What follows belongs to an exercise in optimizing a design on an open flow for small area, a short achievable clock period and few clock cycles per item; a production flow would make more cautious choices.
Where RTL was checked, it was by simulation tests only, not by an equivalence proof against the original.

## md4_iter_core
module md4_iter_core (
   input  logic         clk,
   input  logic         rst,
   input  logic         start,
   input  logic         init_sel,
   input  logic [511:0] block_in,
   input  logic [127:0] chain_in,
   output logic         ready,
   output logic         busy,
   output logic         done,
   output logic [127:0] digest
);
Size: roughly 4300 cells after synthesis, about 47000 µm² of cells after synthesis.
Settings: LEC_CHECK=0, CAP_MARGIN=20, CORE_MARGIN=2, CORE_UTILIZATION=40, SETUP_SLACK_MARGIN=4, SLEW_MARGIN=20; clock period 12.0 ns.
run.sh (not shown) runs the stock make flow with config.mk's settings and CLKGATE_MAP_FILE= SYNTH_SCRIPT=/design/flow/synth_recipe.tcl, a recipe that flattens the netlist after the stock synthesis.
Testbench counts at the start, summed over its fixed seeds: cycles 13,312, blocks 512.
Rerun with:
--- a/flow/design.v
+++ b/flow/design.v
@@ -48,40 +48,66 @@
          5'd18: sel_tbl = 31'b10_00100000_000000100_000100_001_100;
          5'd19: sel_tbl = 31'b10_00000100_000000100_010000_100_100;
          5'd20: sel_tbl = 31'b10_00010000_000000100_000100_001_100;
          5'd21: sel_tbl = 31'b10_10000000_100000000_010000_100_100;
          5'd22: sel_tbl = 31'b10_01000000_000010000_000100_001_100;
          5'd23: sel_tbl = 31'b00_00000010_000000001_010000_100_100;
          5'd24: sel_tbl = 31'b00_00000001_000000010_000001_001_001;
          default: sel_tbl = 31'b00_01000000_001000000_000010_001_001;
       endcase
    endfunction
-   assign sel_d = sel_tbl(busy_q ? cyc_q + 5'd1 : 5'd0);
+   logic go;
+   assign go = busy_q ? ~fin_q : start;
+   assign sel_d = go ? sel_tbl(busy_q ? cyc_q + 5'd1 : 5'd0) : '0;
    function automatic logic [31:0] fsel(input logic [2:0] r, input logic [31:0] b,
                                         input logic [31:0] c, input logic [31:0] d);
       fsel = ({32{r[0]}} & ((b & c) | (~b & d)))
            | ({32{r[1]}} & ((b & c) | (b & d) | (c & d)))
            | ({32{r[2]}} & (b ^ c ^ d));
    endfunction
    function automatic logic [31:0] rotl(input logic [31:0] v, input int s);
       rotl = (v << s) | (v >> (32 - s));
    endfunction
    logic [127:0] cv;
    assign cv = init_sel ? MD4_IV : chain_in;
-   logic [31:0] f0, s0, n0, f1, s1, n1;
-   assign f0 = fsel(rnd_q, b_q, c_q, d_q);
-   assign s0 = f0 + p0_q;
+   function automatic logic [63:0] fg(input logic [2:0] r, input logic [31:0] c,
+                                      input logic [31:0] d);
+      logic [31:0] g1, g0;
+      g1 = ({32{r[0]}} & c) | ({32{r[1]}} & (c | d)) | ({32{r[2]}} & ~(c ^ d));
+      g0 = ({32{r[0]}} & d) | ({32{r[1]}} & (c & d)) | ({32{r[2]}} & (c ^ d));
+      fg = {g1, g0};
+   endfunction
+   function automatic logic [31:0] stepadd(input logic [31:0] b, input logic [63:0] g,
+                                           input logic [31:0] p);
+      logic [31:0] pp, gg, p0, gn, pn;
+      pp = ({32{b}} & (g[63:32] ^ p)) | (~{32{b}} & (g[31:0] ^ p));
+      gg = ({32{b}} & (g[63:32] & p)) | (~{32{b}} & (g[31:0] & p));
+      p0 = pp;
+      for (int l = 1; l < 32; l = l * 2) begin
+         gn = gg;
+         pn = pp;
+         for (int i = l; i < 32; i++) begin
+            gn[i] = gg[i] | (pp[i] & gg[i - l]);
+            pn[i] = pp[i] & pp[i - l];
+         end
+         gg = gn;
+         pp = pn;
+      end
+      stepadd = p0 ^ {gg[30:0], 1'b0};
+   endfunction
+   logic [31:0] s0, n0, s1, n1, b_d, c_d;
+   logic ld_q;    
+   assign s0 = stepadd(b_q, fg(rnd_q, c_q, d_q), p0_q);
    assign n0 = ({32{rs0_q[0]}} & rotl(s0, 3))
              | ({32{rs0_q[1]}} & rotl(s0, 9))
              | ({32{rs0_q[2]}} & rotl(s0, 11));
-   assign f1 = fsel(rnd_q, n0, b_q, c_q);
-   assign s1 = f1 + p1_q;
+   assign s1 = stepadd(n0, fg(rnd_q, b_q, c_q), p1_q);
    assign n1 = ({32{rs1_q[0]}} & rotl(s1, 5))
              | ({32{rs1_q[1]}} & rotl(s1, 7))
              | ({32{rs1_q[2]}} & rotl(s1, 9))
              | ({32{rs1_q[3]}} & rotl(s1, 13))
              | ({32{rs1_q[4]}} & rotl(s1, 15))
              | ({32{rs1_q[5]}} & rotl(s1, 19));
    logic [31:0] xr0, xr1, ao0, ao1, xo0, xo1, ko, q0, q1;
    assign xr0 = ({32{xs0_q[0]}} & oa_q)
               | ({32{xs0_q[1]}} & oc_q)
               | ({32{xs0_q[2]}} & x_q[10])
@@ -108,45 +134,48 @@
    assign q1 = ao1 + xo1 + ko;
    logic acc;
    assign acc = start & ~busy_q;
    always_ff @(posedge clk or posedge rst) begin
       if (rst) begin
          busy_q   <= 1'b0;
          fin_q    <= 1'b0;
          done_q   <= 1'b0;
          cyc_q    <= '0;
          digest_q <= '0;
+         {ks_q, xs1_q, xs0_q, rs1_q, rs0_q, rnd_q} <= '0;
+         ld_q     <= 1'b1;
       end else begin
          done_q <= 1'b0;
+         {ks_q, xs1_q, xs0_q, rs1_q, rs0_q, rnd_q} <= sel_d;
+         ld_q   <= ~go;
          if (acc) begin
             busy_q <= 1'b1;
             cyc_q  <= '0;
          end else if (busy_q) begin
             cyc_q <= cyc_q + 5'd1;
             if (cyc_q == 5'd23) fin_q <= 1'b1;
             if (fin_q) begin
                fin_q    <= 1'b0;
                busy_q   <= 1'b0;
                done_q   <= 1'b1;
                digest_q <= {p1_q, q0, q1, p0_q};
             end
          end
       end
    end
    always_ff @(posedge clk) begin
-      {ks_q, xs1_q, xs0_q, rs1_q, rs0_q, rnd_q} <= sel_d;
       p0_q <= q0;
       p1_q <= q1;
+      b_q <= n1 | ({32{ld_q}} & cv[63:32]);
+      c_q <= n0 | ({32{ld_q}} & cv[95:64]);
       if (!busy_q) begin
          x_q <= block_in;
-         b_q <= cv[63:32];
-         c_q <= cv[95:64];
          d_q <= cv[127:96];
          oa_q <= cv[31:0];
          ob_q <= cv[63:32];
          oc_q <= cv[95:64];
          od_q <= cv[127:96];
       end else begin
          x_q[0] <= x_q[6];
          x_q[1] <= x_q[5];
          x_q[2] <= x_q[14];
          x_q[3] <= x_q[10];
@@ -155,20 +184,18 @@
          x_q[6] <= x_q[1];
          x_q[7] <= x_q[8];
          x_q[8] <= x_q[11];
          x_q[9] <= x_q[3];
          x_q[10] <= x_q[0];
          x_q[11] <= x_q[13];
          x_q[12] <= x_q[7];
          x_q[13] <= x_q[12];
          x_q[14] <= x_q[4];
          x_q[15] <= x_q[9];
-         b_q <= n1;
-         c_q <= n0;
          d_q <= b_q;
       end
    end
    assign busy   = busy_q;
    assign ready  = ~busy_q;
    assign done   = done_q;
    assign digest = digest_q;
 endmodule
Result:
- design area is higher by about 6.5%
- area after synthesis is higher by 8.5%
- routed wire length is higher by about 8%
- core utilization is lower by 0.85 points
- flip-flop and latch count is higher by 1
- setup slack is worse by 0.10 ns
- clock skew is lower by 0.0062 ns
- global-route usage is lower by 0.21 points
- die area is higher by 8.4%
For the second run of this note, only the layout was checked, not whether the RTL still works.

-- what the ideal ports hide --
The results above use ideal ports. As a check the final layouts listed here were re-extracted and re-timed, cells and wires unchanged. Step 1 (the two cells are an assumption about what drives the block):
set clk [get_ports {clk}]
set_driving_cell -lib_cell sky130_fd_sc_hd__clkbuf_16 $clk
set_driving_cell -lib_cell sky130_fd_sc_hd__buf_2 [delete_from_list [all_inputs] $clk]
Step 2 also shifts input and output timing later by t, the mid clock arrival at the registers, as if the neighbouring blocks saw the same clock. Three values: no drivers, after step 1, after step 2; two values: the first two.
run	t (ns)	setup slack, ns	worst setup path at the end	clock arrival spread, ns
the first run	0.782	4.190 / 4.190 / 3.648	input to register	0.060 / 0.060
the second run	0.807	4.087 / 4.087 / 3.567	input to register	0.053 / 0.053
After both steps setup and hold are still met in every run listed. The setup slack of the first run, which loses most, moves by 0.000 ns with the drivers and by -0.542 ns with both steps.
